Source: an optimization exercise on an open RTL-to-GDS flow (aim: small area, a short achievable clock period and few clock cycles per item). Production flows keep margins and buffers that such runs may drop. Only simulation tests tie the RTL to the original design; equivalence was not proved.

## flow/config.mk

```make
export PLATFORM = sky130hd
export DESIGN_NAME = matvec3
export DESIGN_NICKNAME = matvec3
export VERILOG_FILES = /design/flow/design.v
export SDC_FILE = /design/flow/constraint.sdc
export NUM_CORES = 4
export LEC_CHECK = 0
export ABC_AREA = 1
export CAP_MARGIN = 20
export CORE_MARGIN = 2
export CORE_UTILIZATION = 40
export CTS_BUF_LIST = sky130_fd_sc_hd__clkbuf_8
export CTS_CLUSTER_SIZE = 40
export SETUP_SLACK_MARGIN = 3.5
export SLEW_MARGIN = 20
```

## flow/constraint.sdc

```tcl
create_clock -name core_clock -period 7.0 [get_ports {clk}]
set_input_delay 1.4000 -clock core_clock [delete_from_list [all_inputs] [get_ports {clk}]]
set_output_delay 1.4000 -clock core_clock [all_outputs]
set_load 0.01 [all_outputs]
```

## flow/design.v

```verilog
module mul_csa (
    input  wire [13:0] w,
    input  wire [6:0]  one,
    input  wire [6:0]  two,
    input  wire [6:0]  neg,
    output wire [27:0] r0,
    output wire [27:0] r1
);
    wire t1 = (one[0] & w[0]) ^ neg[0];
    wire t2 = ((one[0] & w[1]) | (two[0] & w[0])) ^ neg[0];
    wire t3 = ((one[0] & w[2]) | (two[0] & w[1])) ^ neg[0];
    wire t4 = ((one[0] & w[3]) | (two[0] & w[2])) ^ neg[0];
    wire t5 = ((one[0] & w[4]) | (two[0] & w[3])) ^ neg[0];
    wire t6 = ((one[0] & w[5]) | (two[0] & w[4])) ^ neg[0];
    wire t7 = ((one[0] & w[6]) | (two[0] & w[5])) ^ neg[0];
    wire t8 = ((one[0] & w[7]) | (two[0] & w[6])) ^ neg[0];
    wire t9 = ((one[0] & w[8]) | (two[0] & w[7])) ^ neg[0];
    wire t10 = ((one[0] & w[9]) | (two[0] & w[8])) ^ neg[0];
    wire t11 = ((one[0] & w[10]) | (two[0] & w[9])) ^ neg[0];
    wire t12 = ((one[0] & w[11]) | (two[0] & w[10])) ^ neg[0];
    wire t13 = ((one[0] & w[12]) | (two[0] & w[11])) ^ neg[0];
    wire t14 = ((one[0] & w[13]) | (two[0] & w[12])) ^ neg[0];
    wire t15 = ~(((one[0] & w[13]) | (two[0] & w[13])) ^ neg[0]);
    wire t16 = (one[1] & w[0]) ^ neg[1];
    wire t17 = ((one[1] & w[1]) | (two[1] & w[0])) ^ neg[1];
    wire t18 = ((one[1] & w[2]) | (two[1] & w[1])) ^ neg[1];
    wire t19 = ((one[1] & w[3]) | (two[1] & w[2])) ^ neg[1];
    wire t20 = ((one[1] & w[4]) | (two[1] & w[3])) ^ neg[1];
    wire t21 = ((one[1] & w[5]) | (two[1] & w[4])) ^ neg[1];
    wire t22 = ((one[1] & w[6]) | (two[1] & w[5])) ^ neg[1];
    wire t23 = ((one[1] & w[7]) | (two[1] & w[6])) ^ neg[1];
    wire t24 = ((one[1] & w[8]) | (two[1] & w[7])) ^ neg[1];
    wire t25 = ((one[1] & w[9]) | (two[1] & w[8])) ^ neg[1];
    wire t26 = ((one[1] & w[10]) | (two[1] & w[9])) ^ neg[1];
    wire t27 = ((one[1] & w[11]) | (two[1] & w[10])) ^ neg[1];
    wire t28 = ((one[1] & w[12]) | (two[1] & w[11])) ^ neg[1];
    wire t29 = ((one[1] & w[13]) | (two[1] & w[12])) ^ neg[1];
    wire t30 = ~(((one[1] & w[13]) | (two[1] & w[13])) ^ neg[1]);
    wire t31 = (one[2] & w[0]) ^ neg[2];
    wire t32 = ((one[2] & w[1]) | (two[2] & w[0])) ^ neg[2];
    wire t33 = ((one[2] & w[2]) | (two[2] & w[1])) ^ neg[2];
    wire t34 = ((one[2] & w[3]) | (two[2] & w[2])) ^ neg[2];
    wire t35 = ((one[2] & w[4]) | (two[2] & w[3])) ^ neg[2];
    wire t36 = ((one[2] & w[5]) | (two[2] & w[4])) ^ neg[2];
    wire t37 = ((one[2] & w[6]) | (two[2] & w[5])) ^ neg[2];
    wire t38 = ((one[2] & w[7]) | (two[2] & w[6])) ^ neg[2];
    wire t39 = ((one[2] & w[8]) | (two[2] & w[7])) ^ neg[2];
    wire t40 = ((one[2] & w[9]) | (two[2] & w[8])) ^ neg[2];
    wire t41 = ((one[2] & w[10]) | (two[2] & w[9])) ^ neg[2];
    wire t42 = ((one[2] & w[11]) | (two[2] & w[10])) ^ neg[2];
    wire t43 = ((one[2] & w[12]) | (two[2] & w[11])) ^ neg[2];
    wire t44 = ((one[2] & w[13]) | (two[2] & w[12])) ^ neg[2];
    wire t45 = ~(((one[2] & w[13]) | (two[2] & w[13])) ^ neg[2]);
    wire t46 = (one[3] & w[0]) ^ neg[3];
    wire t47 = ((one[3] & w[1]) | (two[3] & w[0])) ^ neg[3];
    wire t48 = ((one[3] & w[2]) | (two[3] & w[1])) ^ neg[3];
    wire t49 = ((one[3] & w[3]) | (two[3] & w[2])) ^ neg[3];
    wire t50 = ((one[3] & w[4]) | (two[3] & w[3])) ^ neg[3];
    wire t51 = ((one[3] & w[5]) | (two[3] & w[4])) ^ neg[3];
    wire t52 = ((one[3] & w[6]) | (two[3] & w[5])) ^ neg[3];
    wire t53 = ((one[3] & w[7]) | (two[3] & w[6])) ^ neg[3];
    wire t54 = ((one[3] & w[8]) | (two[3] & w[7])) ^ neg[3];
    wire t55 = ((one[3] & w[9]) | (two[3] & w[8])) ^ neg[3];
    wire t56 = ((one[3] & w[10]) | (two[3] & w[9])) ^ neg[3];
    wire t57 = ((one[3] & w[11]) | (two[3] & w[10])) ^ neg[3];
    wire t58 = ((one[3] & w[12]) | (two[3] & w[11])) ^ neg[3];
    wire t59 = ((one[3] & w[13]) | (two[3] & w[12])) ^ neg[3];
    wire t60 = ~(((one[3] & w[13]) | (two[3] & w[13])) ^ neg[3]);
    wire t61 = (one[4] & w[0]) ^ neg[4];
    wire t62 = ((one[4] & w[1]) | (two[4] & w[0])) ^ neg[4];
    wire t63 = ((one[4] & w[2]) | (two[4] & w[1])) ^ neg[4];
    wire t64 = ((one[4] & w[3]) | (two[4] & w[2])) ^ neg[4];
    wire t65 = ((one[4] & w[4]) | (two[4] & w[3])) ^ neg[4];
    wire t66 = ((one[4] & w[5]) | (two[4] & w[4])) ^ neg[4];
    wire t67 = ((one[4] & w[6]) | (two[4] & w[5])) ^ neg[4];
    wire t68 = ((one[4] & w[7]) | (two[4] & w[6])) ^ neg[4];
    wire t69 = ((one[4] & w[8]) | (two[4] & w[7])) ^ neg[4];
    wire t70 = ((one[4] & w[9]) | (two[4] & w[8])) ^ neg[4];
    wire t71 = ((one[4] & w[10]) | (two[4] & w[9])) ^ neg[4];
    wire t72 = ((one[4] & w[11]) | (two[4] & w[10])) ^ neg[4];
    wire t73 = ((one[4] & w[12]) | (two[4] & w[11])) ^ neg[4];
    wire t74 = ((one[4] & w[13]) | (two[4] & w[12])) ^ neg[4];
    wire t75 = ~(((one[4] & w[13]) | (two[4] & w[13])) ^ neg[4]);
    wire t76 = (one[5] & w[0]) ^ neg[5];
    wire t77 = ((one[5] & w[1]) | (two[5] & w[0])) ^ neg[5];
    wire t78 = ((one[5] & w[2]) | (two[5] & w[1])) ^ neg[5];
    wire t79 = ((one[5] & w[3]) | (two[5] & w[2])) ^ neg[5];
    wire t80 = ((one[5] & w[4]) | (two[5] & w[3])) ^ neg[5];
    wire t81 = ((one[5] & w[5]) | (two[5] & w[4])) ^ neg[5];
    wire t82 = ((one[5] & w[6]) | (two[5] & w[5])) ^ neg[5];
    wire t83 = ((one[5] & w[7]) | (two[5] & w[6])) ^ neg[5];
    wire t84 = ((one[5] & w[8]) | (two[5] & w[7])) ^ neg[5];
    wire t85 = ((one[5] & w[9]) | (two[5] & w[8])) ^ neg[5];
    wire t86 = ((one[5] & w[10]) | (two[5] & w[9])) ^ neg[5];
    wire t87 = ((one[5] & w[11]) | (two[5] & w[10])) ^ neg[5];
    wire t88 = ((one[5] & w[12]) | (two[5] & w[11])) ^ neg[5];
    wire t89 = ((one[5] & w[13]) | (two[5] & w[12])) ^ neg[5];
    wire t90 = ~(((one[5] & w[13]) | (two[5] & w[13])) ^ neg[5]);
    wire t91 = (one[6] & w[0]) ^ neg[6];
    wire t92 = ((one[6] & w[1]) | (two[6] & w[0])) ^ neg[6];
    wire t93 = ((one[6] & w[2]) | (two[6] & w[1])) ^ neg[6];
    wire t94 = ((one[6] & w[3]) | (two[6] & w[2])) ^ neg[6];
    wire t95 = ((one[6] & w[4]) | (two[6] & w[3])) ^ neg[6];
    wire t96 = ((one[6] & w[5]) | (two[6] & w[4])) ^ neg[6];
    wire t97 = ((one[6] & w[6]) | (two[6] & w[5])) ^ neg[6];
    wire t98 = ((one[6] & w[7]) | (two[6] & w[6])) ^ neg[6];
    wire t99 = ((one[6] & w[8]) | (two[6] & w[7])) ^ neg[6];
    wire t100 = ((one[6] & w[9]) | (two[6] & w[8])) ^ neg[6];
    wire t101 = ((one[6] & w[10]) | (two[6] & w[9])) ^ neg[6];
    wire t102 = ((one[6] & w[11]) | (two[6] & w[10])) ^ neg[6];
    wire t103 = ((one[6] & w[12]) | (two[6] & w[11])) ^ neg[6];
    wire t104 = ((one[6] & w[13]) | (two[6] & w[12])) ^ neg[6];
    wire t105 = ~(((one[6] & w[13]) | (two[6] & w[13])) ^ neg[6]);
    wire t106 = t11 ^ t24;
    wire t107 = t11 & t24;
    wire t108 = t12 ^ t25;
    wire t109 = t12 & t25;
    wire t110 = t13 ^ t26 ^ t39;
    wire t111 = (t13 & t26) | (t13 & t39) | (t26 & t39);
    wire t112 = t52 ^ t65;
    wire t113 = t52 & t65;
    wire t114 = t14 ^ t27 ^ t40;
    wire t115 = (t14 & t27) | (t14 & t40) | (t27 & t40);
    wire t116 = t53 ^ t66;
    wire t117 = t53 & t66;
    wire t118 = t15 ^ t28 ^ t41;
    wire t119 = (t15 & t28) | (t15 & t41) | (t28 & t41);
    wire t120 = t54 ^ t67 ^ t80;
    wire t121 = (t54 & t67) | (t54 & t80) | (t67 & t80);
    wire t122 = t29 ^ t42 ^ t55;
    wire t123 = (t29 & t42) | (t29 & t55) | (t42 & t55);
    wire t124 = t68 ^ t81;
    wire t125 = t68 & t81;
    wire t126 = t30 ^ t43 ^ t56;
    wire t127 = (t30 & t43) | (t30 & t56) | (t43 & t56);
    wire t128 = t44 ^ t57;
    wire t129 = t44 & t57;
    wire t130 = t7 ^ t20;
    wire t131 = t7 & t20;
    wire t132 = t8 ^ t21;
    wire t133 = t8 & t21;
    wire t134 = t9 ^ t22 ^ t35;
    wire t135 = (t9 & t22) | (t9 & t35) | (t22 & t35);
    wire t136 = t48 ^ t61;
    wire t137 = t48 & t61;
    wire t138 = t10 ^ t23 ^ t36;
    wire t139 = (t10 & t23) | (t10 & t36) | (t23 & t36);
    wire t140 = t49 ^ t62;
    wire t141 = t49 & t62;
    wire t142 = t37 ^ t50 ^ t63;
    wire t143 = (t37 & t50) | (t37 & t63) | (t50 & t63);
    wire t144 = t76 ^ neg[5] ^ t106;
    wire t145 = (t76 & neg[5]) | (t76 & t106) | (neg[5] & t106);
    wire t146 = t38 ^ t51 ^ t64;
    wire t147 = (t38 & t51) | (t38 & t64) | (t51 & t64);
    wire t148 = t77 ^ t107 ^ t108;
    wire t149 = (t77 & t107) | (t77 & t108) | (t107 & t108);
    wire t150 = t78 ^ t91 ^ neg[6];
    wire t151 = (t78 & t91) | (t78 & neg[6]) | (t91 & neg[6]);
    wire t152 = t109 ^ t110 ^ t112;
    wire t153 = (t109 & t110) | (t109 & t112) | (t110 & t112);
    wire t154 = t79 ^ t92 ^ t111;
    wire t155 = (t79 & t92) | (t79 & t111) | (t92 & t111);
    wire t156 = t113 ^ t114 ^ t116;
    wire t157 = (t113 & t114) | (t113 & t116) | (t114 & t116);
    wire t158 = t93 ^ 1'b1 ^ t115;
    wire t159 = (t93 & 1'b1) | (t93 & t115) | (1'b1 & t115);
    wire t160 = t117 ^ t118 ^ t120;
    wire t161 = (t117 & t118) | (t117 & t120) | (t118 & t120);
    wire t162 = t94 ^ 1'b1 ^ t119;
    wire t163 = (t94 & 1'b1) | (t94 & t119) | (1'b1 & t119);
    wire t164 = t121 ^ t122 ^ t124;
    wire t165 = (t121 & t122) | (t121 & t124) | (t122 & t124);
    wire t166 = t69 ^ t82 ^ t95;
    wire t167 = (t69 & t82) | (t69 & t95) | (t82 & t95);
    wire t168 = t123 ^ t125 ^ t126;
    wire t169 = (t123 & t125) | (t123 & t126) | (t125 & t126);
    wire t170 = t70 ^ t83 ^ t96;
    wire t171 = (t70 & t83) | (t70 & t96) | (t83 & t96);
    wire t172 = 1'b1 ^ t127 ^ t128;
    wire t173 = (1'b1 & t127) | (1'b1 & t128) | (t127 & t128);
    wire t174 = t45 ^ t58 ^ t71;
    wire t175 = (t45 & t58) | (t45 & t71) | (t58 & t71);
    wire t176 = t84 ^ t97 ^ t129;
    wire t177 = (t84 & t97) | (t84 & t129) | (t97 & t129);
    wire t178 = t59 ^ t72 ^ t85;
    wire t179 = (t59 & t72) | (t59 & t85) | (t72 & t85);
    wire t180 = t98 ^ 1'b1;
    wire t181 = t98 & 1'b1;
    wire t182 = t60 ^ t73 ^ t86;
    wire t183 = (t60 & t73) | (t60 & t86) | (t73 & t86);
    wire t184 = t74 ^ t87;
    wire t185 = t74 & t87;
    wire t186 = t5 ^ t18;
    wire t187 = t5 & t18;
    wire t188 = t6 ^ t19;
    wire t189 = t6 & t19;
    wire t190 = t33 ^ t46 ^ neg[3];
    wire t191 = (t33 & t46) | (t33 & neg[3]) | (t46 & neg[3]);
    wire t192 = t34 ^ t47 ^ t131;
    wire t193 = (t34 & t47) | (t34 & t131) | (t47 & t131);
    wire t194 = neg[4] ^ t133 ^ t134;
    wire t195 = (neg[4] & t133) | (neg[4] & t134) | (t133 & t134);
    wire t196 = t135 ^ t137 ^ t138;
    wire t197 = (t135 & t137) | (t135 & t138) | (t137 & t138);
    wire t198 = t139 ^ t141 ^ t142;
    wire t199 = (t139 & t141) | (t139 & t142) | (t141 & t142);
    wire t200 = t143 ^ t145 ^ t146;
    wire t201 = (t143 & t145) | (t143 & t146) | (t145 & t146);
    wire t202 = t147 ^ t149 ^ t150;
    wire t203 = (t147 & t149) | (t147 & t150) | (t149 & t150);
    wire t204 = t151 ^ t153 ^ t154;
    wire t205 = (t151 & t153) | (t151 & t154) | (t153 & t154);
    wire t206 = t155 ^ t157 ^ t158;
    wire t207 = (t155 & t157) | (t155 & t158) | (t157 & t158);
    wire t208 = t159 ^ t161 ^ t162;
    wire t209 = (t159 & t161) | (t159 & t162) | (t161 & t162);
    wire t210 = t163 ^ t165 ^ t166;
    wire t211 = (t163 & t165) | (t163 & t166) | (t165 & t166);
    wire t212 = t167 ^ t169 ^ t170;
    wire t213 = (t167 & t169) | (t167 & t170) | (t169 & t170);
    wire t214 = t171 ^ t173 ^ t174;
    wire t215 = (t171 & t173) | (t171 & t174) | (t173 & t174);
    wire t216 = t175 ^ t177 ^ t178;
    wire t217 = (t175 & t177) | (t175 & t178) | (t177 & t178);
    wire t218 = t99 ^ t179 ^ t181;
    wire t219 = (t99 & t179) | (t99 & t181) | (t179 & t181);
    wire t220 = t100 ^ 1'b1 ^ t183;
    wire t221 = (t100 & 1'b1) | (t100 & t183) | (1'b1 & t183);
    wire t222 = t75 ^ t88 ^ t101;
    wire t223 = (t75 & t88) | (t75 & t101) | (t88 & t101);
    wire t224 = t89 ^ t102;
    wire t225 = t89 & t102;
    wire t226 = t3 ^ t16;
    wire t227 = t3 & t16;
    wire t228 = t4 ^ t17;
    wire t229 = t4 & t17;
    wire t230 = t31 ^ neg[2] ^ t186;
    wire t231 = (t31 & neg[2]) | (t31 & t186) | (neg[2] & t186);
    wire t232 = t32 ^ t187 ^ t188;
    wire t233 = (t32 & t187) | (t32 & t188) | (t187 & t188);
    wire t234 = t130 ^ t189 ^ t190;
    wire t235 = (t130 & t189) | (t130 & t190) | (t189 & t190);
    wire t236 = t132 ^ t191 ^ t192;
    wire t237 = (t132 & t191) | (t132 & t192) | (t191 & t192);
    wire t238 = t136 ^ t193 ^ t194;
    wire t239 = (t136 & t193) | (t136 & t194) | (t193 & t194);
    wire t240 = t140 ^ t195 ^ t196;
    wire t241 = (t140 & t195) | (t140 & t196) | (t195 & t196);
    wire t242 = t144 ^ t197 ^ t198;
    wire t243 = (t144 & t197) | (t144 & t198) | (t197 & t198);
    wire t244 = t148 ^ t199 ^ t200;
    wire t245 = (t148 & t199) | (t148 & t200) | (t199 & t200);
    wire t246 = t152 ^ t201 ^ t202;
    wire t247 = (t152 & t201) | (t152 & t202) | (t201 & t202);
    wire t248 = t156 ^ t203 ^ t204;
    wire t249 = (t156 & t203) | (t156 & t204) | (t203 & t204);
    wire t250 = t160 ^ t205 ^ t206;
    wire t251 = (t160 & t205) | (t160 & t206) | (t205 & t206);
    wire t252 = t164 ^ t207 ^ t208;
    wire t253 = (t164 & t207) | (t164 & t208) | (t207 & t208);
    wire t254 = t168 ^ t209 ^ t210;
    wire t255 = (t168 & t209) | (t168 & t210) | (t209 & t210);
    wire t256 = t172 ^ t211 ^ t212;
    wire t257 = (t172 & t211) | (t172 & t212) | (t211 & t212);
    wire t258 = t176 ^ t213 ^ t214;
    wire t259 = (t176 & t213) | (t176 & t214) | (t213 & t214);
    wire t260 = t180 ^ t215 ^ t216;
    wire t261 = (t180 & t215) | (t180 & t216) | (t215 & t216);
    wire t262 = t182 ^ t217 ^ t218;
    wire t263 = (t182 & t217) | (t182 & t218) | (t217 & t218);
    wire t264 = t184 ^ t219 ^ t220;
    wire t265 = (t184 & t219) | (t184 & t220) | (t219 & t220);
    wire t266 = t185 ^ t221 ^ t222;
    wire t267 = (t185 & t221) | (t185 & t222) | (t221 & t222);
    wire t268 = 1'b1 ^ t223 ^ t224;
    wire t269 = (1'b1 & t223) | (1'b1 & t224) | (t223 & t224);
    wire t270 = t90 ^ t103 ^ t225;
    wire t271 = (t90 & t103) | (t90 & t225) | (t103 & t225);
    wire t272 = t104 ^ 1'b1;
    wire t273 = t104 & 1'b1;
    assign r0[0] = t1;
    assign r0[1] = t2;
    assign r0[2] = neg[1];
    assign r0[3] = t227;
    assign r0[4] = t229;
    assign r0[5] = t231;
    assign r0[6] = t233;
    assign r0[7] = t235;
    assign r0[8] = t237;
    assign r0[9] = t239;
    assign r0[10] = t241;
    assign r0[11] = t243;
    assign r0[12] = t245;
    assign r0[13] = t247;
    assign r0[14] = t249;
    assign r0[15] = t251;
    assign r0[16] = t253;
    assign r0[17] = t255;
    assign r0[18] = t257;
    assign r0[19] = t259;
    assign r0[20] = t261;
    assign r0[21] = t263;
    assign r0[22] = t265;
    assign r0[23] = t267;
    assign r0[24] = t269;
    assign r0[25] = t271;
    assign r0[26] = t105;
    assign r0[27] = 1'b1;
    assign r1[0] = neg[0];
    assign r1[1] = 1'b0;
    assign r1[2] = t226;
    assign r1[3] = t228;
    assign r1[4] = t230;
    assign r1[5] = t232;
    assign r1[6] = t234;
    assign r1[7] = t236;
    assign r1[8] = t238;
    assign r1[9] = t240;
    assign r1[10] = t242;
    assign r1[11] = t244;
    assign r1[12] = t246;
    assign r1[13] = t248;
    assign r1[14] = t250;
    assign r1[15] = t252;
    assign r1[16] = t254;
    assign r1[17] = t256;
    assign r1[18] = t258;
    assign r1[19] = t260;
    assign r1[20] = t262;
    assign r1[21] = t264;
    assign r1[22] = t266;
    assign r1[23] = t268;
    assign r1[24] = t270;
    assign r1[25] = t272;
    assign r1[26] = t273;
    assign r1[27] = 1'b0;
endmodule
`timescale 1ns/1ps
`default_nettype none
module matvec3
(
    input  logic               clk,
    input  logic               reset,
    input  logic               input_valid,
    output logic               input_ready,
    input  logic signed [13:0] input_data,
    output logic               output_valid,
    input  logic               output_ready,
    output logic signed [27:0] output_data
);
    logic [3:0]         ph;        
    logic signed [13:0] ring [12];
    logic signed [13:0] ring0_d;
    logic signed [13:0] x_n;       
    logic [6:0]         one_q;     
    logic [6:0]         two_q;
    logic [6:0]         neg_q;
    logic [3:0]         wc;
    logic               active;    
    logic [3:0]         pi;        
    logic [1:0]         pc;        
    logic [1:0]         xl;        
    logic               fire_d;
    logic               first_d;
    logic               last_d;
    logic [27:0]        s_q;
    logic [27:0]        c_q;
    logic [27:0]        acc;
    logic [27:0]        s_d;
    logic [27:0]        c_d;
    logic [3:0]         pi_ph;     
    logic [3:0]         ph_n;
    logic [3:0]         wc_n;
    logic               active_n;
    logic [3:0]         pi_n;
    logic [1:0]         pc_n;
    logic [1:0]         xl_n;
    logic               ready_n;
    logic accept;
    logic fire;
    logic cancel;
    logic retire;
    function automatic logic slot_free(input logic [3:0] w, input logic act,
                                       input logic [3:0] p);
        if (w < 4'd9)       slot_free = !act || (p > w);
        else if (w == 4'd9) slot_free = !act;
        else                slot_free = 1'b1;
    endfunction
    assign accept      = input_valid && input_ready;
    assign pi_ph       = (pi < 4'd2) ? pi + 4'd10 : pi - 4'd2;
    assign cancel      = fire_d && first_d && output_valid && !output_ready;
    assign retire      = fire_d && !cancel;
    assign fire        = active && (ph == pi_ph) && (xl > pc) && !cancel;
    assign output_data = acc;
    always_comb begin
        ph_n     = (ph == 4'd11) ? 4'd0 : ph + 4'd1;
        wc_n     = wc;
        active_n = active;
        pi_n     = pi;
        pc_n     = pc;
        xl_n     = xl;
        if (accept) begin
            wc_n = (wc == 4'd11) ? 4'd0 : wc + 4'd1;
            if (wc == 4'd9) begin
                active_n = 1'b1;
                pi_n     = '0;
                pc_n     = '0;
                xl_n     = 2'd1;
            end else if (wc > 4'd9) begin
                xl_n = xl + 2'd1;
            end
        end
        if (fire) begin
            pi_n = pi + 4'd1;
            pc_n = (pc == 2'd2) ? 2'd0 : pc + 2'd1;
            if (pi == 4'd8) active_n = 1'b0;
        end else if (cancel) begin
            pi_n = pi - 4'd1;
            pc_n = '0;
        end
        ready_n = (ph_n == wc_n) && slot_free(wc_n, active_n, pi_n);
    end
    assign ring0_d = accept ? input_data : ring[11];
    always_comb begin
        if (ph >= 4'd9)      x_n = ring0_d;
        else if (ph <= 4'd2) x_n = ring[2];
        else                 x_n = ring[5];
    end
    logic [14:0] x_ext;
    assign x_ext = {x_n, 1'b0};
    always_ff @(posedge clk) begin
        for (int k = 0; k < 7; k++) begin
            logic b2, b1, b0;
            b2 = x_ext[2*k+2];
            b1 = x_ext[2*k+1];
            b0 = x_ext[2*k];
            one_q[k] <= b1 ^ b0;
            two_q[k] <= (b2 & !b1 & !b0) | (!b2 & b1 & b0);
            neg_q[k] <= b2;
        end
    end
    mul_csa mul_i (
        .w  (ring[9]),
        .one(one_q),
        .two(two_q),
        .neg(neg_q),
        .r0 (s_d),
        .r1 (c_d)
    );
    always_ff @(posedge clk) begin
        ring[0] <= ring0_d;
        for (int k = 1; k < 12; k++) ring[k] <= ring[k-1];
        s_q     <= s_d;
        c_q     <= c_d;
        first_d <= (pc == 2'd0);
        last_d  <= (pc == 2'd2);
    end
    logic [27:0] a_m;
    logic [27:0] t_s;
    logic [27:0] t_c;
    assign a_m = first_d ? 28'd0 : acc;
    assign t_s = a_m ^ s_q ^ c_q;
    assign t_c = (a_m & s_q) | (a_m & c_q) | (s_q & c_q);
    always_ff @(posedge clk) begin
        if (retire) begin
            acc <= t_s + {t_c[26:0], 1'b0};
        end
    end
    always_ff @(posedge clk) begin
        if (reset) begin
            ph           <= '0;
            wc           <= '0;
            active       <= 1'b0;
            pi           <= '0;
            pc           <= '0;
            xl           <= '0;
            fire_d       <= 1'b0;
            input_ready  <= 1'b1;
            output_valid <= 1'b0;
        end else begin
            ph           <= ph_n;
            wc           <= wc_n;
            active       <= active_n;
            pi           <= pi_n;
            pc           <= pc_n;
            xl           <= xl_n;
            fire_d       <= fire;
            input_ready  <= ready_n;
            if (retire && last_d)   output_valid <= 1'b1;
            else if (output_ready)  output_valid <= 1'b0;
        end
    end
endmodule
`default_nettype wire
```

## flow/run.sh

```bash
#!/bin/bash
# synth_recipe.tcl (not shown) runs the flow's synth.tcl, then flattens the netlist and writes it again
# the make line also repeats each setting of config.mk as NAME=value (left out here)
make -C /OpenROAD-flow-scripts/flow DESIGN_CONFIG=/design/flow/config.mk WORK_HOME=/design/flow/orfs CLKGATE_MAP_FILE= SYNTH_SCRIPT=/design/flow/synth_recipe.tcl finish
```

==> results of run 1 <==
-- final cells by class --
type                       instances  share of cell area (%)
inverter                         226                    5.38
tap                              455                    3.60
clock inverter                    31                    1.53
multi-input combinational        931                    42.7
sequential                       292                    38.7
timing repair buffer              50                    3.23
clock buffer                      56                    4.87
-- worst paths after layout --
| check | cells past startpoint | from | slack (ns) | end |
|---|---|---|---|---|
| min reg2reg | 0 | ring[8][0] | 0.29 | ring[9][0] |
| max | 8 | ring[9][13] | 3.65 | c_q[16] |
| min | 0 | ring[8][0] | 0.29 | ring[9][0] |
| max reg2reg | 8 | ring[9][13] | 3.65 | c_q[16] |
-- logic make-up after synthesis --
family | after synthesis | synth area share (%)
buffers and inverters | 273 | 7.68
AND/OR/NAND/NOR | 446 | 13.3
flip-flops | 292 | 43.9
AO/OA/AOI/OAI | 205 | 8.96
XOR/XNOR | 129 | 8.10
adder cells (fa/ha/maj) | 150 | 18.0
multiplexers | 1 | 0.0718
-- per-layer routing --
layer	routed length [µm]	share of wire, %	vias to the layer above	GRT usage [%]
li1	-	-	4869	-
met1	14800	48	4513	23.8
met2	13500	44	284	27.2
met3	1550	5.0	72	3.13
met4	974	3.2	0	6.47
met5	0	0	-	0
-- placed cells by master (no fill, tap or decap), types with 2 or more instances in the layout --
cell type        count
edfxtp_1            28
ha_1                66
o21a_1               2
nor2_1             138
o21ai_4              2
nor3_1               7
o211ai_1             2
o22ai_1             91
bufinv_16            3
clkdlybuf4s50_1     47
dfxtp_1            262
a21oi_2              5
clkbuf_8            56
fa_1                84
o21bai_1             6
o21ai_1              3
nand3b_1             4
o21ai_2              9
nand3_1             38
a21oi_1             39
nor2_2               4
clkinv_2            12
clkinvlp_4           2
clkinv_1             2
a21boi_0             2
buf_4                2
or2_2               16
xnor2_1              9
a31oi_1              3
nand4_1             18
dfxtp_2              2
o21ai_0             41
inv_2                6
inv_1              228
nand2_1            217
xor2_1             120
-- stage by stage --
| step | area [µm²] | instances |
|---|---|---|
| detailed placement | 14800 | 1952 |
| global route | 15800 | 2041 |
| finish | 15800 | 2041 |
| CTS | 15800 | 2039 |
| floorplan | 13900 | 1496 |
| global placement | 14800 | 1952 |
-- timing repair --
action / in CTS / in global routing
pin swaps: 0 / 0
buffers inserted: 0 / 1
gates cloned: 0 / 0
setup endpoints to repair: 4 / 2
gates resized for setup: 1 / 4
-- sequential cells by signal (all words and copies together) (netlist names), 4 cells and up --
name,count
one_q,7
neg_q,7
ring,168
ph,4
wc,4
acc,28
c_q,26
two_q,7
s_q,27
pi,4
==> out/qor.yml, run 1 <==
nets: 1716
yosys.area.top_type: "dfxtp_1"
insertion_delay_ns: 0.58
synth_area_um2: 13900
synth_ff_type: "dfxtp_1"
status: "finished clean"
slew_violations: 0
worst_slack_ns: 3.65
whs_ns: 0.294
rows: 68
critPathRequiredTime_ns: 7.46
syn_nets: 1664
yosysSeqAreaShare_pct: 43.9
root_buffer: "clkbuf_8"
drive_gt1_share_pct: 7.94
critPathCaptureType: "register"
antenna_found_initial: 0
yosys-top-cells-count: "dfxtp_1, inv_1, nand2_1"
grt_pass1_wl_um: 49900
viasPerCell: 4.77
clock-sinks: 292
drc: 0
cap_violations: 0
setup_viol: 0
drt_wl_total_um: 30800
initial_core_util_pct: 40.5
cts_buffer_depth: 3
hp-class: "reg2reg"
port-buffer-count: 47
yosysTopAreaCellShare_pct: 37.9
crit_family: "adder cells"
pre_cts_ws_ns: 2.97
hold_viol_final: 0
dp_hpwl_um: 23200
max_slew_margin_pct: 37.7
worstSetupPathType: "reg2reg"
diodes: 0
multi_input_comb_area_um2: 6750
cts_tree: "built"
synth_edf_count: 28
vias: 9738
fin_setup_tns_ns: 0
synth_seq_cells: 292
grt-ovfl-total: 0
dr.pass1.iters: 5
register_area_um2: 6130
synth.distinct_cells: 39
h-tree-depth: 2
crit_fanout: 9
netlist_instances: 1496
grt_usage_pct: 17.3
synthToLayoutAreaGrowth_pct: 13.5
worstPathCellList: "inv_1 > o22ai_1 > xor2_1 > fa_1 > fa_1 > fa_1 > inv_1 > fa_1"
gp_congestion: 0.904
coreArea_um2: 34500
rsz0062_at_grt: "no"
synth_warnings: 3
cp.arrival_ns: 3.81
cts_hold_buf: 0
async_reset_ff_share_pct: 0
synthTopCellsByArea: "dfxtp_1, fa_1, xor2_1, edfxtp_1, ha_1"
cpMostUsedCell: "fa_1"
ios: 48
crit_buf_inv: 2
die_h_um: 191
syn_area_per_cell_um2: 9.32
max_freq_ghz: 0.298
grt_max_degree: 29
critPathMaxStageDelay_ns: 0.57
die-width_um: 191
cpMaxStageDelayCell: "dfxtp_1"
antenna_left: 0
fillers: 3335
cts_buffers: 47
min_period_over_period_pct: 47.9
post-route-util_pct: 45.9
first_global_vias: 9649
cp-start-kind: "register"
first_iter_violations: 562
clock_skew_ns: 0.0391
tightestPinTransition_ns: 0.932
fin_crit_ns: 3.35
clkTransAtPathRegs_ns: 0.06
yosys.cell_count.top_type: "dfxtp_1"
wire_per_inst_um: 15.1
die-area_um2: 36400
Testbench counts, summed over its fixed seeds: cycles 4,680, items 1,152.
==> run 2, diff against run 1 <==
--- a/flow/config.mk
+++ b/flow/config.mk
@@ -11,5 +11,5 @@
 export CORE_UTILIZATION = 40
 export CTS_BUF_LIST = sky130_fd_sc_hd__clkbuf_8
 export CTS_CLUSTER_SIZE = 40
-export SETUP_SLACK_MARGIN = 3.5
+export SETUP_SLACK_MARGIN = 3.8
 export SLEW_MARGIN = 20
==> run 2 against run 1 <==
  * Synthesized cell count did not move
  * Sequential share of layout area fell by 0.84 points
  * Hold slack got worse by 0.0025 ns
  * Area after synthesis did not move
  * Still clean on timing, DRC and antenna
  * Clock skew rose by 0.0096 ns
  * Maximum frequency rose by 6.8%
  * Flip-flop and latch count did not move
  * Critical path depth rose by 1
  * Die area did not move
  * Final cell count rose by 2.2%
==> out/qor.yml, run 2 <==
cts_buffer_depth: 3  # unchanged
clock_skew_ns: 0.0487  # +0.00960 ns
fin_setup_tns_ns: 0  # unchanged
rows: 68  # unchanged
cts_tree: "built"
cts_buffers: 48  # +2.1%
cap_violations: 0  # unchanged
drc: 0  # unchanged
hp-class: "reg2reg"
netlist_instances: 1496  # unchanged
min_period_over_period_pct: 44.8  # -3.0 points
critPathCaptureType: "register"
coreArea_um2: 34500  # unchanged
drive_gt1_share_pct: 12.1  # +4.2 points
crit_fanout: 13  # +4
yosysSeqAreaShare_pct: 43.9  # unchanged
grt_max_degree: 29  # unchanged
antenna_found_initial: 0  # unchanged
die-area_um2: 36400  # unchanged
syn_nets: 1664  # unchanged
first_iter_violations: 643  # +14%
layout_commonest_cell: "dfxtp_1"
diodes: 0  # unchanged
synth.distinct_cells: 39  # unchanged
yosys-top-cells-count: "dfxtp_1, inv_1, nand2_1"
yosysTopAreaCellShare_pct: 37.9  # unchanged
worstSetupPathType: "reg2reg"
status: "finished clean"
fin_crit_ns: 3.14  # -0.212 ns
root_buffer: "clkbuf_8"
drt_wl_total_um: 31900  # +3.6%
tightestPinTransition_ns: 0.942  # +0.0103 ns
critPathLaunch: "two_q[2]"
ios: 48  # unchanged
whs_ns: 0.292  # -0.00252 ns
die_h_um: 191  # unchanged
setup_viol: 0  # unchanged
critPathRequiredTime_ns: 7.47  # about the same
final_cell_mix: "dfxtp_1, nand2_1, inv_1"
top_register: "ring"
synthTopCellsByArea: "dfxtp_1, fa_1, xor2_1, edfxtp_1, ha_1"
viasPerCell: 4.75  # -0.39%
largest_registers: "ring (168), acc (28), s_q (27)"
yosys.cell_count.top_type: "dfxtp_1"
synth_warnings: 3  # unchanged
max_freq_ghz: 0.319  # +6.8%
die-width_um: 191  # unchanged
dr.pass1.iters: 6  # +1
port-buffer-count: 47  # unchanged
clkTransAtPathRegs_ns: 0.06  # about the same
first_global_vias: 9817  # +1.7%
cts_hold_buf: 0  # unchanged
cp-start-kind: "register"
insertion_delay_ns: 0.61  # +0.03 ns
r2r-start: "two_q[2]"
rsz0062_at_grt: "yes"
synth_edf_count: 28  # unchanged
max_slew_margin_pct: 37.0  # -0.69 points
antenna_left: 0  # unchanged
cp.arrival_ns: 3.61  # -0.20 ns
yosys.area.top_type: "dfxtp_1"
synth_area_um2: 13900  # unchanged
grt-ovfl-total: 0  # unchanged
synth_seq_cells: 292  # unchanged
synthToLayoutAreaGrowth_pct: 16.3
dp_hpwl_um: 23500  # +1.4%
syn_area_per_cell_um2: 9.32  # unchanged
clock-sinks: 292  # unchanged
initial_core_util_pct: 40.5  # unchanged
grt_usage_pct: 17.7  # +0.39 points
wire_per_inst_um: 15.3  # +1.4%
largest_reg_flops: 168  # unchanged
nets: 1770  # +3.1%
slew_violations: 0  # unchanged
vias: 9909  # +1.8%
async_reset_ff_share_pct: 0  # unchanged
min_from: "ring[8][11]"
grt_pass1_wl_um: 50700  # +1.6%
synth_ff_type: "dfxtp_1"
hold_viol_final: 0  # unchanged
gp_congestion: 0.894  # -1.1%
h-tree-depth: 2  # unchanged
run 2: stage by stage:
stage	setup WS, ns	area (µm²)	std cells	util [%]
floorplan	3.82	13900	1496	-
global placement	3.10	14800	1952	42.9
detailed placement	3.00	14800	1952	42.9
CTS	3.80	15700	2036	45.7
global route	3.77	16200	2085	47.0
finish	3.86	16200	2085	47.0
run 2: metal layers:
metal	part of all wire [%]	track usage, %	vias up
li1	-	-	4971
met5	0	0	-
met4	3.5	6.83	0
met1	47	23.7	4593
met3	4.9	2.87	73
met2	45	28.6	272
run 2: worst paths after layout:
| kind | cells after the start | slack [ns] | end |
|---|---|---|---|
| hold reg to reg | 0 | 0.29 | ring[9][11] |
| hold / removal | 0 | 0.29 | ring[9][11] |
| setup / recovery | 9 | 3.86 | c_q[15] |
| setup reg to reg | 9 | 3.86 | c_q[15] |
run 2: critical path, stage by stage, from the launching register on:
cell and delay [ns]:
dfxtp_1 0.37, clkinvlp_4 0.26, o22ai_1 0.23, xor2_1 0.11, fa_1 0.54, inv_1 0.07, fa_1 0.46, fa_1 0.52
inv_1 0.05, fa_1 0.43
run 2: area by class of cell:
type,instances,area [µm²]
Clock inverter,23,141
Timing Repair inverter,1,5.00
Timing Repair Buffer,102,893
Sequential cell,292,6140
Multi-Input combinational cell,931,6780
Fill cell,3338,18200
Tap cell,455,569
Clock buffer,55,757
Inverter,226,925
run 2: cell families after synthesis:
logic type               count (synthesis)  share of synthesized area (%)
AO/OA/AOI/OAI                          205                           8.96
XOR/XNOR                               129                           8.10
adder cells (fa/ha/maj)                150                           18.0
buffers and inverters                  273                           7.68
flip-flops                             292                           43.9
multiplexers                             1                         0.0718
AND/OR/NAND/NOR                        446                           13.3
run 2: timing repair:
item	CTS	global route
gates resized for setup	10	32
endpoints found under the hold margin	0	0
endpoints found under the setup margin	12	16
setup buffers	6	48
gates cloned	0	1
pin swaps	0	1
==> run 3, diff against run 2 <==
--- a/flow/design.v
+++ b/flow/design.v
@@ -4,7 +4,8 @@
     input  wire [6:0]  two,
     input  wire [6:0]  neg,
     output wire [27:0] r0,
-    output wire [27:0] r1
+    output wire [27:0] r1,
+    output wire [27:0] r2
 );
     wire t1 = (one[0] & w[0]) ^ neg[0];
     wire t2 = ((one[0] & w[1]) | (two[0] & w[0])) ^ neg[0];
@@ -231,110 +232,90 @@
     wire t223 = (t75 & t88) | (t75 & t101) | (t88 & t101);
     wire t224 = t89 ^ t102;
     wire t225 = t89 & t102;
-    wire t226 = t3 ^ t16;
-    wire t227 = t3 & t16;
-    wire t228 = t4 ^ t17;
-    wire t229 = t4 & t17;
-    wire t230 = t31 ^ neg[2] ^ t186;
-    wire t231 = (t31 & neg[2]) | (t31 & t186) | (neg[2] & t186);
-    wire t232 = t32 ^ t187 ^ t188;
-    wire t233 = (t32 & t187) | (t32 & t188) | (t187 & t188);
-    wire t234 = t130 ^ t189 ^ t190;
-    wire t235 = (t130 & t189) | (t130 & t190) | (t189 & t190);
-    wire t236 = t132 ^ t191 ^ t192;
-    wire t237 = (t132 & t191) | (t132 & t192) | (t191 & t192);
-    wire t238 = t136 ^ t193 ^ t194;
-    wire t239 = (t136 & t193) | (t136 & t194) | (t193 & t194);
-    wire t240 = t140 ^ t195 ^ t196;
-    wire t241 = (t140 & t195) | (t140 & t196) | (t195 & t196);
-    wire t242 = t144 ^ t197 ^ t198;
-    wire t243 = (t144 & t197) | (t144 & t198) | (t197 & t198);
-    wire t244 = t148 ^ t199 ^ t200;
-    wire t245 = (t148 & t199) | (t148 & t200) | (t199 & t200);
-    wire t246 = t152 ^ t201 ^ t202;
-    wire t247 = (t152 & t201) | (t152 & t202) | (t201 & t202);
-    wire t248 = t156 ^ t203 ^ t204;
-    wire t249 = (t156 & t203) | (t156 & t204) | (t203 & t204);
-    wire t250 = t160 ^ t205 ^ t206;
-    wire t251 = (t160 & t205) | (t160 & t206) | (t205 & t206);
-    wire t252 = t164 ^ t207 ^ t208;
-    wire t253 = (t164 & t207) | (t164 & t208) | (t207 & t208);
-    wire t254 = t168 ^ t209 ^ t210;
-    wire t255 = (t168 & t209) | (t168 & t210) | (t209 & t210);
-    wire t256 = t172 ^ t211 ^ t212;
-    wire t257 = (t172 & t211) | (t172 & t212) | (t211 & t212);
-    wire t258 = t176 ^ t213 ^ t214;
-    wire t259 = (t176 & t213) | (t176 & t214) | (t213 & t214);
-    wire t260 = t180 ^ t215 ^ t216;
-    wire t261 = (t180 & t215) | (t180 & t216) | (t215 & t216);
-    wire t262 = t182 ^ t217 ^ t218;
-    wire t263 = (t182 & t217) | (t182 & t218) | (t217 & t218);
-    wire t264 = t184 ^ t219 ^ t220;
-    wire t265 = (t184 & t219) | (t184 & t220) | (t219 & t220);
-    wire t266 = t185 ^ t221 ^ t222;
-    wire t267 = (t185 & t221) | (t185 & t222) | (t221 & t222);
-    wire t268 = 1'b1 ^ t223 ^ t224;
-    wire t269 = (1'b1 & t223) | (1'b1 & t224) | (t223 & t224);
-    wire t270 = t90 ^ t103 ^ t225;
-    wire t271 = (t90 & t103) | (t90 & t225) | (t103 & t225);
-    wire t272 = t104 ^ 1'b1;
-    wire t273 = t104 & 1'b1;
     assign r0[0] = t1;
     assign r0[1] = t2;
-    assign r0[2] = neg[1];
-    assign r0[3] = t227;
-    assign r0[4] = t229;
-    assign r0[5] = t231;
-    assign r0[6] = t233;
-    assign r0[7] = t235;
-    assign r0[8] = t237;
-    assign r0[9] = t239;
-    assign r0[10] = t241;
-    assign r0[11] = t243;
-    assign r0[12] = t245;
-    assign r0[13] = t247;
-    assign r0[14] = t249;
-    assign r0[15] = t251;
-    assign r0[16] = t253;
-    assign r0[17] = t255;
-    assign r0[18] = t257;
-    assign r0[19] = t259;
-    assign r0[20] = t261;
-    assign r0[21] = t263;
-    assign r0[22] = t265;
-    assign r0[23] = t267;
-    assign r0[24] = t269;
-    assign r0[25] = t271;
+    assign r0[2] = t3;
+    assign r0[3] = t4;
+    assign r0[4] = t31;
+    assign r0[5] = t32;
+    assign r0[6] = t130;
+    assign r0[7] = t132;
+    assign r0[8] = t136;
+    assign r0[9] = t140;
+    assign r0[10] = t144;
+    assign r0[11] = t148;
+    assign r0[12] = t152;
+    assign r0[13] = t156;
+    assign r0[14] = t160;
+    assign r0[15] = t164;
+    assign r0[16] = t168;
+    assign r0[17] = t172;
+    assign r0[18] = t176;
+    assign r0[19] = t180;
+    assign r0[20] = t182;
+    assign r0[21] = t184;
+    assign r0[22] = t185;
+    assign r0[23] = 1'b1;
+    assign r0[24] = t90;
+    assign r0[25] = t104;
     assign r0[26] = t105;
     assign r0[27] = 1'b1;
     assign r1[0] = neg[0];
     assign r1[1] = 1'b0;
-    assign r1[2] = t226;
-    assign r1[3] = t228;
-    assign r1[4] = t230;
-    assign r1[5] = t232;
-    assign r1[6] = t234;
-    assign r1[7] = t236;
-    assign r1[8] = t238;
-    assign r1[9] = t240;
-    assign r1[10] = t242;
-    assign r1[11] = t244;
-    assign r1[12] = t246;
-    assign r1[13] = t248;
-    assign r1[14] = t250;
-    assign r1[15] = t252;
-    assign r1[16] = t254;
-    assign r1[17] = t256;
-    assign r1[18] = t258;
-    assign r1[19] = t260;
-    assign r1[20] = t262;
-    assign r1[21] = t264;
-    assign r1[22] = t266;
-    assign r1[23] = t268;
-    assign r1[24] = t270;
-    assign r1[25] = t272;
-    assign r1[26] = t273;
+    assign r1[2] = t16;
+    assign r1[3] = t17;
+    assign r1[4] = neg[2];
+    assign r1[5] = t187;
+    assign r1[6] = t189;
+    assign r1[7] = t191;
+    assign r1[8] = t193;
+    assign r1[9] = t195;
+    assign r1[10] = t197;
+    assign r1[11] = t199;
+    assign r1[12] = t201;
+    assign r1[13] = t203;
+    assign r1[14] = t205;
+    assign r1[15] = t207;
+    assign r1[16] = t209;
+    assign r1[17] = t211;
+    assign r1[18] = t213;
+    assign r1[19] = t215;
+    assign r1[20] = t217;
+    assign r1[21] = t219;
+    assign r1[22] = t221;
+    assign r1[23] = t223;
+    assign r1[24] = t103;
+    assign r1[25] = 1'b1;
+    assign r1[26] = 1'b0;
     assign r1[27] = 1'b0;
+    assign r2[0] = 1'b0;
+    assign r2[1] = 1'b0;
+    assign r2[2] = neg[1];
+    assign r2[3] = 1'b0;
+    assign r2[4] = t186;
+    assign r2[5] = t188;
+    assign r2[6] = t190;
+    assign r2[7] = t192;
+    assign r2[8] = t194;
+    assign r2[9] = t196;
+    assign r2[10] = t198;
+    assign r2[11] = t200;
+    assign r2[12] = t202;
+    assign r2[13] = t204;
+    assign r2[14] = t206;
+    assign r2[15] = t208;
+    assign r2[16] = t210;
+    assign r2[17] = t212;
+    assign r2[18] = t214;
+    assign r2[19] = t216;
+    assign r2[20] = t218;
+    assign r2[21] = t220;
+    assign r2[22] = t222;
+    assign r2[23] = t224;
+    assign r2[24] = t225;
+    assign r2[25] = 1'b0;
+    assign r2[26] = 1'b0;
+    assign r2[27] = 1'b0;
 endmodule
 `timescale 1ns/1ps
 `default_nettype none
@@ -366,9 +347,11 @@
     logic               last_d;
     logic [27:0]        s_q;
     logic [27:0]        c_q;
+    logic [27:0]        e_q;
     logic [27:0]        acc;
     logic [27:0]        s_d;
     logic [27:0]        c_d;
+    logic [27:0]        e_d;
     logic [3:0]         pi_ph;     
     logic [3:0]         ph_n;
     logic [3:0]         wc_n;
@@ -446,22 +429,28 @@
         .two(two_q),
         .neg(neg_q),
         .r0 (s_d),
-        .r1 (c_d)
+        .r1 (c_d),
+        .r2 (e_d)
     );
     always_ff @(posedge clk) begin
         ring[0] <= ring0_d;
         for (int k = 1; k < 12; k++) ring[k] <= ring[k-1];
         s_q     <= s_d;
         c_q     <= c_d;
+        e_q     <= e_d;
         first_d <= (pc == 2'd0);
         last_d  <= (pc == 2'd2);
     end
     logic [27:0] a_m;
+    logic [27:0] p_s;
+    logic [27:0] p_c;
     logic [27:0] t_s;
     logic [27:0] t_c;
     assign a_m = first_d ? 28'd0 : acc;
-    assign t_s = a_m ^ s_q ^ c_q;
-    assign t_c = (a_m & s_q) | (a_m & c_q) | (s_q & c_q);
+    assign p_s = s_q ^ c_q ^ e_q;
+    assign p_c = (s_q & c_q) | (s_q & e_q) | (c_q & e_q);
+    assign t_s = a_m ^ p_s ^ {p_c[26:0], 1'b0};
+    assign t_c = (a_m & p_s) | (a_m & {p_c[26:0], 1'b0}) | (p_s & {p_c[26:0], 1'b0});
     always_ff @(posedge clk) begin
         if (retire) begin
             acc <= t_s + {t_c[26:0], 1'b0};
==> run 3 against run 2 <==
  * Still clean on timing, DRC and antenna
  * Cell area rose by 1.9%
  * Die area rose by 2.9%
  * Via count rose by 1.6%
  * Count of clock-buffer cells in the layout rose by 13
  * Global-route usage fell by 0.29 points
  * Synthesized cell count rose by 0.87%
  * Register-to-register slack got worse by 0.02 ns
  * Critical path type unchanged
  * Critical endpoint is now acc[22]
  * Largest cell class unchanged
==> out/qor.yml, run 3 <==
status: "finished clean"
die-area_um2: 37400  # +2.9%
dp_hpwl_um: 24200  # +3.0%
yosys-top-cells-count: "dfxtp_1, nand2_1, inv_1"
grt_usage_pct: 17.4  # -0.29 points
cts_hold_buf: 0  # unchanged
crit_cells: 13  # +4
netlist_instances: 1509  # +0.87%
clock-sinks: 311  # +6.5%
critPathRequiredTime_ns: 7.33  # -0.14 ns
synth_warnings: 3  # unchanged
h-tree-depth: 2  # unchanged
synth_seq_cells: 311  # +6.5%
drc: 0  # unchanged
first_global_vias: 10275  # +4.7%
cap_violations: 0  # unchanged
yosys.cell_count.top_type: "dfxtp_1"
hold_path_depth: 0  # unchanged
initial_core_util_pct: 40.5  # about the same
drive_gt1_share_pct: 9.09  # -3.1 points
fillers: 3356  # +0.54%
grt_max_degree: 29  # unchanged
largest_registers: "ring (168), acc (28), s_q (26)"
min_period_over_period_pct: 45.1  # +0.25 points
insertion_delay_ns: 0.60  # about the same
worstSetupPathType: "reg2reg"
nets: 1738  # -1.8%
multi_input_comb_area_um2: 6860  # +1.3%
root_buffer: "clkbuf_8"
drt_wl_total_um: 32500  # +1.9%
fin_setup_tns_ns: 0  # unchanged
final_cell_mix: "dfxtp_1, nand2_1, inv_1"
cp-start-kind: "register"
clkTransAtPathRegs_ns: 0.06  # about the same
ff2ff_setup_slack_ns: 3.84  # -0.02 ns
die-width_um: 193  # +1.5%
wire_per_inst_um: 15.7  # +2.8%
fin_crit_ns: 3.16  # +0.0176 ns
clock_skew_ns: 0.0349  # -0.0137 ns
setup_viol: 0  # unchanged
cts_buffer_depth: 3  # unchanged
crit_fanout: 4  # -9
vias: 10063  # +1.6%
hold_viol_final: 0  # unchanged
antenna_found_initial: 0  # unchanged
slew_violations: 0  # unchanged
crit_family: "adder cells"
rows: 69  # +1.5%
port-buffer-count: 47  # unchanged
coreArea_um2: 35500  # +3.0%
cts_tree: "built"
viasPerCell: 4.87  # +2.4%
hp-class: "reg2reg"
top_register: "ring"
syn_nets: 1679  # +0.90%
ff2ff_path_depth: 13  # +4
grt-ovfl-total: 0  # unchanged
whs_ns: 0.309  # +0.0176 ns
synthToLayoutAreaGrowth_pct: 15.0
yosysTopAreaCellShare_pct: 39.5  # +1.5 points
layout_commonest_cell: "dfxtp_1"
worstPathCellList: "fa_1 > inv_1 > fa_1 > inv_1 > ha_1 > a21oi_2 > nor2_1 > nor2_1 > nor2_1 > o21ai_0 > nand3_1 > nand2_1 > nand2_1"
synthTopCellsByArea: "dfxtp_1, fa_1, xor2_1, nand2_1, inv_1"
gp_congestion: 0.976  # +9.2%
cpMostUsedCell: "nor2_1"
synth_edf_count: 28  # unchanged
first_iter_violations: 669  # +4.0%
diodes: 0  # unchanged
syn_area_per_cell_um2: 9.51  # +2.1%
async_reset_ff_share_pct: 0  # unchanged
synth_area_um2: 14400  # +3.0%
die_h_um: 193  # +1.5%
register_area_um2: 6510  # +5.9%
dr.pass1.iters: 5  # -1
rsz0062_at_grt: "yes"
critPathCaptureType: "register"
antenna_left: 0  # unchanged
yosys.area.top_type: "dfxtp_1"
tightestPinTransition_ns: 0.896  # -0.0461 ns
cpMaxStageDelayCell: "fa_1"
largest_reg_flops: 168  # unchanged
yosysSeqAreaShare_pct: 45.3  # +1.4 points
cp.arrival_ns: 3.48  # -0.13 ns
crit_buf_inv: 2  # -1
synth_ff_type: "dfxtp_1"
critPathMaxStageDelay_ns: 0.53  # about the same
max_freq_ghz: 0.317  # -0.56%
synth.distinct_cells: 37  # -5.1%
max_slew_margin_pct: 40.2  # +3.2 points
cts_buffers: 52  # +8.3%
grt_pass1_wl_um: 53000  # +4.5%
ios: 48  # unchanged
==> run 3: path summary, 6_finish.rpt <==
check                   start          end
hold reg to reg   ring[1][11]  ring[2][11]
setup / recovery       s_q[7]      acc[22]
hold / removal    ring[1][11]  ring[2][11]
setup reg to reg       s_q[7]      acc[22]
==> run 3: metal layers <==
metal / track usage (%) / routed length, µm / share of wire, %
met1: 23.7 / 15200 / 47
met2: 27.3 / 14500 / 45
met3: 2.91 / 1560 / 4.8
met4: 7.66 / 1200 / 3.7
met5: 0 / 0 / 0
==> run 3: final cells by class <==
| type | instances | area share [%] |
|---|---|---|
| Timing Repair inverter | 1 | 0.0455 |
| Tap cell | 461 | 3.49 |
| Inverter | 235 | 5.39 |
| Clock buffer | 68 | 5.67 |
| Timing Repair Buffer | 53 | 3.21 |
| Multi-Input combinational cell | 914 | 41.6 |
| Sequential cell | 311 | 39.4 |
| Clock inverter | 24 | 1.21 |
==> run 3: through the flow <==
step,cells,cell area (µm²),utilization (%),setup slack (ns)
2_1_floorplan,1509,14400,-,3.95
3_3_place_gp,1969,15200,42.8,2.98
3_5_place_dp,1969,15200,42.8,2.92
4_1_cts,2064,16400,46.2,3.80
5_1_grt,2067,16500,46.5,3.75
6_report,2067,16500,46.5,3.84
==> run 3: cell families (layout without fill, tap and decap cells) <==
group           Yosys count  in the layout  synth area share (%)
simple gates            418            418                  12.2
flops                   311            311                  45.3
buf+inv                 284            381                  7.68
compound gates          211            211                  9.01
fa+ha+maj               152            152                  17.7
xor+xnor                133            133                  8.11
==> run 3: repair_timing <==
action,in CTS,in global routing
endpoints found under the setup margin,14,13
hold endpoints to repair,0,0
cloned,0,1
resized for setup,10,30
pin swaps,0,0
buffers inserted,3,2
Testbench counts of run 3, summed over its fixed seeds: cycles 4,680, items 1,152.
==> run 4, diff against run 3 <==
--- a/flow/config.mk
+++ b/flow/config.mk
@@ -11,5 +11,5 @@
 export CORE_UTILIZATION = 40
 export CTS_BUF_LIST = sky130_fd_sc_hd__clkbuf_8
 export CTS_CLUSTER_SIZE = 40
-export SETUP_SLACK_MARGIN = 3.8
+export SETUP_SLACK_MARGIN = 4.3
 export SLEW_MARGIN = 20
==> run 4 against run 3 <==
  * Still clean on timing, DRC and antenna
  * Critical path depth is 2 higher
  * Die area unchanged
  * Global-route usage increased by 1.1 points
  * Count of clock-buffer cells in the layout shrank 6
  * Utilization increased by 4.4 points
==> out/qor.yml, run 4 <==
status: "finished clean"
crit_cells: 15  # +2
die-width_um: 193  # unchanged
largest_reg_flops: 168  # unchanged
grt-ovfl-total: 0  # unchanged
cpMostUsedCell: "nand2_2"
ios: 48  # unchanged
cp-start-kind: "register"
wl_met2_um: 16200  # +12%
yosys.cell_count.top_type: "dfxtp_1"
placed_area_um2: 15200  # +0.30%
drt_wl_total_um: 35300  # +8.7%
hp-class: "reg2reg"
initial_core_util_pct: 40.5  # unchanged
critPathCaptureType: "register"
crit_family: "adder cells"
synthTopCellsByArea: "dfxtp_1, fa_1, xor2_1, nand2_1, inv_1"
fin_crit_ns: 2.87  # -0.291 ns
synth_area_um2: 14400  # unchanged
grt_usage_pct: 18.5  # +1.1 points
vias: 10553  # +4.9%
crit_buf_inv: 3  # +1
max_slew_margin_pct: 50.6  # +10 points
wire_per_inst_um: 16.4  # +4.4%
grt_max_degree: 24  # -17%
fin_setup_tns_ns: 0  # unchanged
yosysTopAreaCellShare_pct: 39.5  # unchanged
synth_ff_type: "dfxtp_1"
rows: 69  # unchanged
placed_cells: 1970  # +0.051%
clock_skew_ns: 0.0297  # -0.00522 ns
layout_commonest_cell: "dfxtp_1"
crit_fanout: 5  # +1
yosysSeqAreaShare_pct: 45.3  # unchanged
largest_registers: "ring (168), acc (28), s_q (26)"
final_area_um2: 18100  # +9.4%
synthToLayoutAreaGrowth_pct: 25.9
critPathRequiredTime_ns: 7.35  # +0.02 ns
gp_congestion: 0.969  # -0.73%
antenna_found_initial: 0  # unchanged
min_period_over_period_pct: 40.9  # -4.2 points
synth.distinct_cells: 37  # unchanged
ff2ff_path_depth: 15  # +2
clock-sinks: 311  # unchanged
wl_met3_um: 1750  # +13%
tightestPinTransition_ns: 0.739  # -0.157 ns
async_reset_ff_share_pct: 0  # unchanged
drt-met1-wl_um: 15900  # +4.1%
synth_seq_cells: 311  # unchanged
drive_gt1_share_pct: 25.3  # +16 points
insertion_delay_ns: 0.61  # about the same
port-buffer-count: 47  # unchanged
rsz0062_at_grt: "yes"
cp.arrival_ns: 3.21  # -0.27 ns
cts_buffers: 50  # -3.8%
fin_cells: 2152  # +4.1%
grt_pass1_wl_um: 56000  # +5.6%
die_h_um: 193  # unchanged
coreArea_um2: 35500  # unchanged
cap_violations: 0  # unchanged
clkTransAtPathRegs_ns: 0.07  # about the same
cts_tree: "built"
drc: 0  # unchanged
nets: 1823  # +4.9%
viasPerCell: 4.90  # +0.73%
top_register: "ring"
post-route-util_pct: 50.9  # +4.4 points
worstPathCellList: "fa_1 > inv_1 > fa_1 > inv_2 > ha_4 > buf_12 > nand2_8 > nor2_4 > nor2_4 > nand2_4 > nand2_2 > nand2_2 > nand2_2 > nand3b_1 > nand2_1"
synth_warnings: 3  # unchanged
syn_area_per_cell_um2: 9.51  # unchanged
syn_nets: 1679  # unchanged
netlist_instances: 1509  # unchanged
dp_hpwl_um: 24300  # +0.40%
final_cell_mix: "dfxtp_1, nand2_1, inv_1"
fillers: 3187  # -5.0%
yosys.area.top_type: "dfxtp_1"
antenna_left: 0  # unchanged
max_freq_ghz: 0.349  # +10%
worstSetupPathType: "reg2reg"
hold_viol_final: 0  # unchanged
worst_slack_ns: 4.13  # +0.291 ns
pre_cts_ws_ns: 2.90  # -0.0210 ns
critPathMaxStageDelay_ns: 0.54  # about the same
cpMaxStageDelayCell: "fa_1"
first_iter_violations: 653  # -2.4%
diodes: 0  # unchanged
whs_ns: 0.316  # +0.00719 ns
die-area_um2: 37400  # unchanged
slew_violations: 0  # unchanged
top_layer_used: "met4"
dr.pass1.iters: 5  # unchanged
setup_viol: 0  # unchanged
h-tree-depth: 2  # unchanged
hold_path_depth: 0  # unchanged
first_global_vias: 10611  # +3.3%
cts_buffer_depth: 3  # unchanged
root_buffer: "clkbuf_8"
yosys-top-cells-count: "dfxtp_1, nand2_1, inv_1"
synth_edf_count: 28  # unchanged
[run 4: cell counts after synthesis]
No cell type changed its count.
[run 4: cells by family after synthesis]
kind of cell | after synthesis | synth area share [%]
buffers and inverters | 284 | 7.68
XOR/XNOR | 133 | 8.11
flip-flops | 311 | 45.3
AND/OR/NAND/NOR | 418 | 12.2
AO/OA/AOI/OAI | 211 | 9.01
adder cells (fa/ha/maj) | 152 | 17.7
[run 4: layout make-up]
cell class	count	area, µm²	share of cell area [%]
multi-input cells	914	7740	42.8
flip-flops and latches	311	6540	36.2
repair buffers	139	1180	6.56
inverters	235	978	5.41
clock buffers	62	853	4.72
well taps	461	577	3.19
clock inverters	28	185	1.02
repair inverters	2	12.5	0.0692
[run 4: path summary, 6_finish.rpt]
path,end,slack [ns],from
worst min register to register,ring[7][6],0.32,ring[6][6]
worst max-delay path,acc[27],4.13,s_q[7]
worst min-delay path,ring[7][6],0.32,ring[6][6]
worst max register to register,acc[27],4.13,s_q[7]
[run 4: worst register-to-register path, cell delays in order, from the launching register on]
cell and delay, ns:
dfxtp_2 0.32, fa_1 0.54, inv_1 0.05, fa_1 0.51
inv_2 0.04, ha_4 0.32, buf_12 0.12, nand2_8 0.06
nor2_4 0.13, nor2_4 0.05, nand2_4 0.09, nand2_2 0.06
nand2_2 0.10, nand2_2 0.08, nand3b_1 0.09, nand2_1 0.06
[run 4: per-layer routing]
metal  global-route usage [%]  vias to the layer above
met3                     3.21                      102
li1                         -                     5122
met4                     7.80                        0
met2                     29.7                      331
met1                     24.6                     4998
met5                        0                        -
[run 4: timing repair]
action                     in CTS  in global routing
pin swaps                      46                 51
cloned                          1                  2
setup endpoints to repair      95                 39
buffers inserted               39                 50
resized for setup             231                121
hold buffers                    0                  0
==> run 5, diff against run 4 <==
--- a/flow/config.mk
+++ b/flow/config.mk
@@ -11,5 +11,5 @@
 export CORE_UTILIZATION = 40
 export CTS_BUF_LIST = sky130_fd_sc_hd__clkbuf_8
 export CTS_CLUSTER_SIZE = 40
-export SETUP_SLACK_MARGIN = 4.3
+export SETUP_SLACK_MARGIN = 4.5
 export SLEW_MARGIN = 20
==> run 5 against run 4 <==
  * Clock skew rose by 0.0067 ns
  * Count of clock-buffer cells in the layout rose by 1
  * Non-clock buffer count rose by 19
  * Global-route usage fell by 0.17 points
  * First-iteration DRC count rose by 15%
  * Area after synthesis did not move
  * Via count rose by 0.21%
  * Critical path depth fell by 5
  * Final cell count rose by 0.84%
  * Die area did not move
==> out/qor.yml, run 5 <==
viasPerCell: 4.87  # -0.62%
initial_core_util_pct: 40.5  # unchanged
grt-ovfl-total: 0  # unchanged
synth.distinct_cells: 37  # unchanged
max_freq_ghz: 0.361  # +3.3%
wire_per_inst_um: 16.3  # -0.94%
slew_violations: 0  # unchanged
critPathCaptureType: "register"
worstPathCellList: "fa_1 > fa_1 > ha_2 > nand2_1 > nor2_4 > nand2_1 > inv_1 > nand4_1 > nand4_1 > nand2_2"
insertion_delay_ns: 0.60  # about the same
critPathMaxStageDelay_ns: 0.56  # +0.02 ns
min_period_over_period_pct: 39.6  # -1.3 points
top_register: "ring"
critPathRequiredTime_ns: 7.34  # about the same
cts_buffer_depth: 3  # unchanged
final_cell_mix: "dfxtp_1, nand2_1, inv_1"
antenna_found_initial: 0  # unchanged
fin_cells: 2170  # +0.84%
crit_fanout: 4  # -1
cap_violations: 0  # unchanged
yosys-top-cells-count: "dfxtp_1, nand2_1, inv_1"
max_slew_margin_pct: 49.1  # -1.5 points
yosysTopAreaCellShare_pct: 39.5  # unchanged
antenna_left: 0  # unchanged
netlist_instances: 1509  # unchanged
clock_skew_ns: 0.0364  # +0.00670 ns
worstSetupPathType: "reg2reg"
vias: 10575  # +0.21%
async_reset_ff_share_pct: 0  # unchanged
yosys.cell_count.top_type: "dfxtp_1"
rsz0062_at_grt: "yes"
fin_crit_ns: 2.77  # -0.0918 ns
grt_pass1_wl_um: 55400  # -1.1%
drc: 0  # unchanged
dr.pass1.iters: 5  # unchanged
tightestPinTransition_ns: 0.762  # +0.0225 ns
drt_wl_total_um: 35300  # -0.12%
first_global_vias: 10551  # -0.57%
cp.arrival_ns: 3.12  # -0.09 ns
rows: 69  # unchanged
first_iter_violations: 754  # +15%
setup_viol: 0  # unchanged
ff2ff_setup_slack_ns: 4.23  # +0.09 ns
placed_cells: 1969  # -0.051%
cts_tree: "built"
synth_ff_type: "dfxtp_1"
syn_area_per_cell_um2: 9.51  # unchanged
port-buffer-count: 47  # unchanged
die_h_um: 193  # unchanged
cpMaxStageDelayCell: "fa_1"
h-tree-depth: 2  # unchanged
yosysSeqAreaShare_pct: 45.3  # unchanged
final_area_um2: 18300  # +1.1%
coreArea_um2: 35500  # unchanged
yosys.area.top_type: "dfxtp_1"
synthToLayoutAreaGrowth_pct: 27.2
cts_buffers: 49  # -2.0%
die-width_um: 193  # unchanged
root_buffer: "clkbuf_8"
gp_congestion: 0.899  # -7.2%
nets: 1842  # +1.0%
diodes: 0  # unchanged
status: "finished clean"
hold_viol_final: 0  # unchanged
fin_setup_tns_ns: 0  # unchanged
clock-sinks: 311  # unchanged
grt_max_degree: 24  # unchanged
layout_commonest_cell: "dfxtp_1"
==> run 5: worst max-delay path, delay by kind of cell (launching register included) <==
kind / cells / cell delay (ns)
buffers and inverters: 1 / 0.08
and+or+nand+nor: 6 / 0.72
DFF: 1 / 0.32
adders and majority gates: 3 / 1.40
==> run 5: final timing paths <==
path,startpoint,depth (start not counted),end
worst max-delay path,s_q[20],10,acc[22]
worst min-delay path,ring[7][4],0,ring[8][4]
worst max register to register,s_q[20],10,acc[22]
worst min register to register,ring[7][4],0,ring[8][4]
==> run 5: cells by family after synthesis <==
logic type	count (synthesis)	share of synthesized area, %
simple gates	418	12.2
fa+ha+maj	152	17.7
flops	311	45.3
compound gates	211	9.01
xor+xnor	133	8.11
buf+inv	284	7.68
==> run 5: final cells by class <==
class / instances / area (µm²)
multi-input combinational: 915 / 7780
fill: 3197 / 17200
sequential: 311 / 6560
tap: 461 / 577
clock inverter: 25 / 285
timing repair buffer: 158 / 1190
inverter: 235 / 990
clock buffer: 63 / 867
timing repair inverter: 2 / 15.0
==> run 5: per-stage QoR <==
| step | setup WS (ns) | util, % |
|---|---|---|
| 5_1_grt | 4.09 | 51.5 |
| 3_5_place_dp | 2.90 | 44.0 |
| 3_3_place_gp | 2.92 | 44.0 |
| 6_report | 4.23 | 51.5 |
| 4_1_cts | 4.21 | 50.1 |
| 2_1_floorplan | 4.03 | - |
==> run 5: metal layers <==
metal | global-route usage (%) | share of wire (%)
met2 | 29.2 | 46
met1 | 24.6 | 45
met5 | 0 | 0
met4 | 8.00 | 3.9
met3 | 3.03 | 4.7
==> run 5: timing repair <==
item	4_1_cts	5_1_grt
setup endpoints to repair	131	71
gates cloned	2	1
setup buffers	82	28
resized for setup	269	65
pin swaps	55	40

==> separate check: timing with driven ports <==
No port has a modelled driver above. Below, the same layouts with a new extraction and two added sets of constraints.
Step 1 sets driving cells, clkbuf_16 on the clock port and buf_2 on the other inputs (assumed; they add their load-dependent delay and slew).
Step 2 moves the port delays by t, midway between the first and last clock arrival at a register: inputs arrive t later, outputs are due t later. That takes back most of the time a late clock gives input paths.
a / b / c = ideal ports / drivers / drivers and shift; a / b = the first two.
run	shift t [ns]	setup WS [ns]	worst hold slack (ns)	slew at the worst register clock pin (ns)
run 1	0.612	3.650 / 3.650 / 3.213	0.294 / 0.294 / 0.294	0.07 / 0.07
run 2	0.629	3.862 / 3.862 / 3.361	0.291 / 0.291 / 0.291	0.07 / 0.07
run 3	0.631	3.844 / 3.834 / 3.373	0.309 / 0.309 / 0.309	0.07 / 0.07
run 4	0.638	4.135 / 4.135 / 3.606	0.316 / 0.316 / 0.316	0.07 / 0.07
run 5	0.631	4.226 / 4.226 / 3.701	0.304 / 0.304 / 0.304	0.07 / 0.07
After both steps every run listed still meets setup and hold. The setup slack of run 4, which loses most, moves by 0.000 ns with the drivers and by -0.529 ns with both steps.
